Context: an optimization exercise on an open-source flow, tuned for small area and a short achievable clock period. The choices shown serve that exercise and are no tape-out recipe. RTL that was checked went through simulation tests only; none was proved equivalent to the original. No driver is modelled on the clock port, so clocking that relies on it looks cheaper here than on a real chip. Power and IR drop assume default switching activity.

==> run R: inputs <==
==> flow/design.v <==
`default_nettype none
module dmem_pipe #(
  parameter int ADDR_W = 6,
  parameter int DATA_W = 32,
  parameter int LAT    = 2
) (
  input  logic              clk,
  input  logic              rst,
  input  logic              req,
  input  logic              wr,
  input  logic [ADDR_W-1:0] addr,
  input  logic [DATA_W-1:0] din,
  input  logic [DATA_W/8-1:0] be,
  output logic              ready,
  output logic              rvalid,
  output logic [DATA_W-1:0] dout
);
  localparam int DEPTH = 1 << ADDR_W;
  localparam int NB    = DATA_W / 8;
  logic              busy_q;      
  logic              rvalid_q;
  logic [DATA_W-1:0] dout_q;
  logic [DEPTH-1:0]  rsel_q;      
  logic [DATA_W-1:0] mem_q [DEPTH];
  logic              w_acc;
  logic              w_wr_en;
  logic              w_rd_en;
  logic [NB-1:0]     w_wbe;
  assign w_acc   = req & ~busy_q;
  assign w_wr_en = w_acc & wr & ~rst;
  assign w_rd_en = w_acc & ~wr;
  assign w_wbe = be;
  always_ff @(posedge clk) begin
    for (int w = 0; w < DEPTH; w++) begin
      for (int b = 0; b < NB; b++) begin
        if (w_wr_en && addr == ADDR_W'(w) && w_wbe[b]) begin
          mem_q[w][8*b +: 8] <= din[8*b +: 8];
        end
      end
    end
  end
  always_ff @(posedge clk) begin
    for (int w = 0; w < DEPTH; w++) begin
      rsel_q[w] <= (addr == ADDR_W'(w));
    end
  end
  logic [DATA_W-1:0] w_rdata;
  always_comb begin
    w_rdata = '0;
    for (int w = 0; w < DEPTH; w++) begin
      w_rdata = w_rdata | (mem_q[w] & {DATA_W{rsel_q[w]}});
    end
  end
  always_ff @(posedge clk or posedge rst) begin
    if (rst) begin
      busy_q   <= 1'b0;
      rvalid_q <= 1'b0;
      dout_q   <= '0;
    end else begin
      busy_q   <= w_rd_en;
      rvalid_q <= busy_q;
      if (busy_q) begin
        dout_q <= w_rdata;
      end
    end
  end
  assign ready  = ~busy_q;
  assign rvalid = rvalid_q;
  assign dout   = dout_q;
endmodule
`default_nettype wire
==> flow/run.sh <==
#!/bin/bash
# synth_recipe.tcl (not shown) runs the flow's synth.tcl, then flattens the netlist and writes it again
# the make line also repeats each setting of config.mk as NAME=value (left out here)
make -C /OpenROAD-flow-scripts/flow DESIGN_CONFIG=/design/flow/config.mk WORK_HOME=/design/flow/orfs CLKGATE_MAP_FILE= SYNTH_SCRIPT=/design/flow/synth_recipe.tcl finish
==> flow/config.mk <==
export PLATFORM = sky130hd
export DESIGN_NAME = dmem_pipe
export DESIGN_NICKNAME = dmem_pipe
export VERILOG_FILES = /design/flow/design.v
export SDC_FILE = /design/flow/constraint.sdc
export NUM_CORES = 4
export LEC_CHECK = 0
export CAP_MARGIN = 20
export CORE_MARGIN = 2
export CORE_UTILIZATION = 65
export SETUP_SLACK_MARGIN = 1.3
export SLEW_MARGIN = 20
==> flow/constraint.sdc <==
create_clock -name core_clock -period 3.2 [get_ports {clk}]
set_input_delay 0.6400 -clock core_clock [delete_from_list [all_inputs] [get_ports {clk}]]
set_output_delay 0.6400 -clock core_clock [all_outputs]
set_load 0.01 [all_outputs]
==> run M (differences from run R) <==
--- a/flow/design.v
+++ b/flow/design.v
@@ -1,3 +1,44 @@
 `default_nettype none
+module dmem_pipe_bit (
+  input  logic q,
+  input  logic r,
+  input  logic rn,
+  input  logic c,
+  output logic d
+);
+  assign d = ~((q | r) & (c | rn));
+endmodule
+module dmem_pipe_rd3 (
+  input  logic [2:0] s,
+  input  logic [2:0] d,
+  output logic       y_n
+);
+  assign y_n = ~|(s & d);
+endmodule
+module dmem_pipe_rd1 (
+  input  logic s,
+  input  logic d,
+  output logic y_n
+);
+  assign y_n = ~(s & d);
+endmodule
+module dmem_pipe_nand (
+  input  logic [3:0] a,
+  output logic       y
+);
+  assign y = ~&a;
+endmodule
+module dmem_pipe_nand3 (
+  input  logic [2:0] a,
+  output logic       y
+);
+  assign y = ~&a;
+endmodule
+module dmem_pipe_nor (
+  input  logic [2:0] a,
+  output logic       y_n
+);
+  assign y_n = ~|a;
+endmodule
 module dmem_pipe #(
   parameter int ADDR_W = 6,
@@ -21,5 +62,11 @@
   logic              rvalid_q;
   logic [DATA_W-1:0] dout_q;
-  logic [DEPTH-1:0]  rsel_q;      
+  logic [7:0]        wlo_q;       
+  logic [7:0]        whi_q;
+  logic [NB-1:0]     wbe_q;       
+  logic [DATA_W-1:0] wcol_q;      
+  logic [NB-1:0]     hit_q;       
+  logic [1:0]        rd_q [DATA_W];  
+  logic              pol_q;       
   logic [DATA_W-1:0] mem_q [DEPTH];
   logic              w_acc;
@@ -32,9 +79,31 @@
   assign w_wbe = be;
   always_ff @(posedge clk) begin
-    for (int w = 0; w < DEPTH; w++) begin
-      for (int b = 0; b < NB; b++) begin
-        if (w_wr_en && addr == ADDR_W'(w) && w_wbe[b]) begin
-          mem_q[w][8*b +: 8] <= din[8*b +: 8];
-        end
+    pol_q <= (pol_q !== 1'b1);   
+  end
+  always_ff @(posedge clk) begin
+    for (int i = 0; i < 8; i++) begin
+      wlo_q[i] <= (addr[2:0] == 3'(i));
+      whi_q[i] <= (addr[5:3] == 3'(i));
+    end
+    wbe_q <= w_wr_en ? w_wbe : '0;
+    if (w_wr_en) begin
+      wcol_q <= din ^ {DATA_W{~pol_q}};
+    end
+  end
+  logic [DATA_W-1:0] w_mem_d [DEPTH];
+  for (genvar w = 0; w < DEPTH; w++) begin : g_word
+    for (genvar b = 0; b < NB; b++) begin : g_byte
+      logic w_row;
+      logic w_row_n;
+      assign w_row   = wlo_q[w % 8] & whi_q[w / 8] & wbe_q[b];
+      assign w_row_n = ~w_row;
+      for (genvar k = 0; k < 8; k++) begin : g_bit
+        dmem_pipe_bit u_bit (
+          .q (mem_q[w][8*b+k]),
+          .r (w_row),
+          .rn(w_row_n),
+          .c (wcol_q[8*b+k]),
+          .d (w_mem_d[w][8*b+k])
+        );
       end
     end
@@ -42,13 +111,49 @@
   always_ff @(posedge clk) begin
     for (int w = 0; w < DEPTH; w++) begin
-      rsel_q[w] <= (addr == ADDR_W'(w));
+      mem_q[w] <= w_mem_d[w];
     end
+  end
+  logic [DEPTH-1:0] w_sel;
+  always_comb begin
+    for (int w = 0; w < DEPTH; w++) begin
+      w_sel[w] = (addr == ADDR_W'(w));
+    end
+  end
+  for (genvar i = 0; i < DATA_W; i++) begin : g_rd
+    logic [21:0] w_l1_n;
+    logic [5:0]  w_l2;
+    logic [1:0]  w_l3_n;
+    for (genvar j = 0; j < 21; j++) begin : g_l1
+      dmem_pipe_rd3 u_rd3 (
+        .s  (w_sel[3*j +: 3]),
+        .d  ({mem_q[3*j+2][i], mem_q[3*j+1][i], mem_q[3*j][i]}),
+        .y_n(w_l1_n[j])
+      );
+    end
+    dmem_pipe_rd1 u_rd1 (
+      .s  (w_sel[63]),
+      .d  (mem_q[63][i]),
+      .y_n(w_l1_n[21])
+    );
+    for (genvar j = 0; j < 4; j++) begin : g_l2
+      dmem_pipe_nand u_nand (.a(w_l1_n[4*j +: 4]), .y(w_l2[j]));
+    end
+    dmem_pipe_nand3 u_nand4 (.a(w_l1_n[18:16]), .y(w_l2[4]));
+    dmem_pipe_nand3 u_nand5 (.a(w_l1_n[21:19]), .y(w_l2[5]));
+    dmem_pipe_nor u_nor0 (.a(w_l2[2:0]), .y_n(w_l3_n[0]));
+    dmem_pipe_nor u_nor1 (.a(w_l2[5:3]), .y_n(w_l3_n[1]));
+    always_ff @(posedge clk) begin
+      rd_q[i] <= w_l3_n;
+    end
+  end
+  always_ff @(posedge clk) begin
+    hit_q <= {NB{wlo_q[addr[2:0]] & whi_q[addr[5:3]]}} & wbe_q;
   end
   logic [DATA_W-1:0] w_rdata;
   always_comb begin
-    w_rdata = '0;
-    for (int w = 0; w < DEPTH; w++) begin
-      w_rdata = w_rdata | (mem_q[w] & {DATA_W{rsel_q[w]}});
+    for (int i = 0; i < DATA_W; i++) begin
+      w_rdata[i] = hit_q[i / 8] ? wcol_q[i] : ~&rd_q[i];
     end
+    w_rdata = w_rdata ^ {DATA_W{~pol_q}};
   end
   always_ff @(posedge clk or posedge rst) begin
==> flow/flow/run.sh (new file) <==
#!/bin/bash
# The standard layout, in stages, with a different setup margin for timing
# repair before and after clock tree synthesis: before it the clock is ideal,
# so paths from the inputs look slower than they are and paths to the
# outputs faster; repair then works with the real clock tree only.
# Each stage's full output goes to its own log in this folder.
set -euo pipefail
PRE_MARGIN=0
POST_MARGIN=1.2
bash standard.sh synth > log_1_synth.txt 2>&1
bash standard.sh SETUP_SLACK_MARGIN=$PRE_MARGIN floorplan > log_2_floorplan.txt 2>&1
bash standard.sh SETUP_SLACK_MARGIN=$PRE_MARGIN place > log_3_place.txt 2>&1
bash standard.sh SETUP_SLACK_MARGIN=$POST_MARGIN cts > log_4_cts.txt 2>&1
bash standard.sh SETUP_SLACK_MARGIN=$POST_MARGIN route > log_5_route.txt 2>&1
bash standard.sh SETUP_SLACK_MARGIN=$POST_MARGIN finish > log_6_finish.txt 2>&1
test -f out/final.def
==> flow/standard.sh (new file) <==
#!/bin/bash
# synth_recipe.tcl (not shown) runs the flow's synth.tcl, then flattens the netlist and writes it again
# the make line also repeats each setting of config.mk as NAME=value (left out here)
make -C /OpenROAD-flow-scripts/flow DESIGN_CONFIG=/design/flow/config.mk WORK_HOME=/design/flow/orfs CLKGATE_MAP_FILE= SYNTH_SCRIPT=/design/flow/synth_recipe.tcl "${@:-finish}"
Settings changed: CORE_UTILIZATION 65 to 70, CTS_CLUSTER_DIAMETER from default to 60, CTS_CLUSTER_SIZE from default to 30, SETUP_SLACK_MARGIN 1.3 to default, SYNTH_HIERARCHICAL from default to 1.
removed: flow/run.sh
==> run Y (differences from run R) <==
--- a/flow/design.v
+++ b/flow/design.v
@@ -21,5 +21,7 @@
   logic              rvalid_q;
   logic [DATA_W-1:0] dout_q;
-  logic [DEPTH-1:0]  rsel_q;      
+  logic [DEPTH-1:0]  sel_q;       
+  logic [NB-1:0]     wbe_q;       
+  logic [DATA_W-1:0] wdata_q;     
   logic [DATA_W-1:0] mem_q [DEPTH];
   logic              w_acc;
@@ -33,14 +35,16 @@
   always_ff @(posedge clk) begin
     for (int w = 0; w < DEPTH; w++) begin
-      for (int b = 0; b < NB; b++) begin
-        if (w_wr_en && addr == ADDR_W'(w) && w_wbe[b]) begin
-          mem_q[w][8*b +: 8] <= din[8*b +: 8];
-        end
-      end
+      sel_q[w] <= (addr == ADDR_W'(w));
     end
+    wbe_q   <= w_wr_en ? w_wbe : '0;
+    wdata_q <= din;
   end
   always_ff @(posedge clk) begin
     for (int w = 0; w < DEPTH; w++) begin
-      rsel_q[w] <= (addr == ADDR_W'(w));
+      for (int b = 0; b < NB; b++) begin
+        if (sel_q[w] && wbe_q[b]) begin
+          mem_q[w][8*b +: 8] <= wdata_q[8*b +: 8];
+        end
+      end
     end
   end
@@ -49,5 +53,5 @@
     w_rdata = '0;
     for (int w = 0; w < DEPTH; w++) begin
-      w_rdata = w_rdata | (mem_q[w] & {DATA_W{rsel_q[w]}});
+      w_rdata = w_rdata | (mem_q[w] & {DATA_W{sel_q[w]}});
     end
   end
Settings changed: SETUP_SLACK_MARGIN 1.3 to 1.2.
==> run summary <==
- Run Y finished clean. Run M finished with timing, DRC and antenna clean. Run R finished with timing, DRC and antenna clean.
- Combinational power: run Y < run R < run M.
- Clock power: run M is smaller than run R (about 20%).
- Against run R, the global-route usage of run M is lower by 8.8 points.
- The highest sequential power belongs to run Y, the lowest to run M.
- Register-to-register slack: run Y < run R < run M.
- The lowest area after synthesis belongs to run M, the highest to run Y.
- In run M the setup slack is better than in run R, by 130 ps.
- Via count, lowest first: run Y, run R, run M.
- Of run R and run M, run M has the higher maximum frequency (gap 6.0%, measured against run M).
- Between run M and run Y, the lower clock skew is in run Y (gap 6.3 ps).
==> figures <==
quantity	run Y	run R	run M
Run status	timing/DRC/antenna clean	timing/DRC/antenna clean	timing/DRC/antenna clean
Reported net switching power	12.0 mW	12.5 mW	12.5 mW
Post-synth EDFFs	2,048	2,048	32
Xor/xnor share of the synthesized area	0%	0%	0.792%
Critical path launch point type	flop	flop	input pin
CP Data Required Time	3900 ps	3720 ps	3890 ps
Combinational share of power	2.7%	4.1%	5.3%
Number of combinational gates with multiple inputs	1,750	1,778	3,533
Combinational-cell power consumption	1.56 mW	2.40 mW	2.75 mW
Number of global-route vias before repair	45,625	48,743	59,833
CP Capture Point	dout_q[11]	mem_q[27][7]	rd_q[22][0]
Seq group	31.7 mW	31.0 mW	29.1 mW
Peak supply drop	0.639 mV	0.624 mV	0.716 mV
Origin of the worst min-delay path	din[16]	din[2]	addr[3]
Area of the multi-input gates	13,100 sq um	15,600 sq um	25,100 sq um
Via/cell ratio	7.68	8.46	7.99
# fillers	6,784	5,955	5,901
Met1 track demand over resource in global routing	61.3%	68.6%	61.9%
CP Depth	5	8	10
Compound-cell area share of the yosys netlist	10.7%	10.8%	27.7%
Portion of total power attributed to the clock network	42.0%	42.5%	38.4%
Worst path buffer plus inverter count	1	5	5
Only the layout flow was run in run Y; the RTL was not checked for function there.

## separate check: timing with driven ports
Ports are ideal in the flow. The routed layouts listed here were re-timed in OpenROAD.
Step 1 (the two cells are an assumption about what drives the block):
set clk [get_ports {clk}]
set_driving_cell -lib_cell sky130_fd_sc_hd__clkbuf_16 $clk
set_driving_cell -lib_cell sky130_fd_sc_hd__buf_2 [delete_from_list [all_inputs] $clk]
Step 2 times the ports against the registers' clock, not the clock port: input delays grow and output delays shrink by t, the midpoint of the rising clock arrivals with the driver on.
Three values: ideal ports, drivers, drivers and shift; two values: the first two.
run | t (ns) | setup WS [ns] | slew at the worst register clock pin (ns) | worst slew at a driven data input, ns
run R | 0.909 | 0.976 / 0.976 / 0.140 | 0.07 / 0.07 | 0.22
run M | 0.849 | 1.110 / 1.076 / 0.227 | 0.11 / 0.11 | 0.19
run Y | 0.921 | 0.784 / 0.784 / 0.784 | 0.07 / 0.07 | 0.04
After both steps setup and hold are still met in every run listed. The setup slack of run M, which loses most, moves by -0.034 ns with the drivers and by -0.883 ns with both steps.
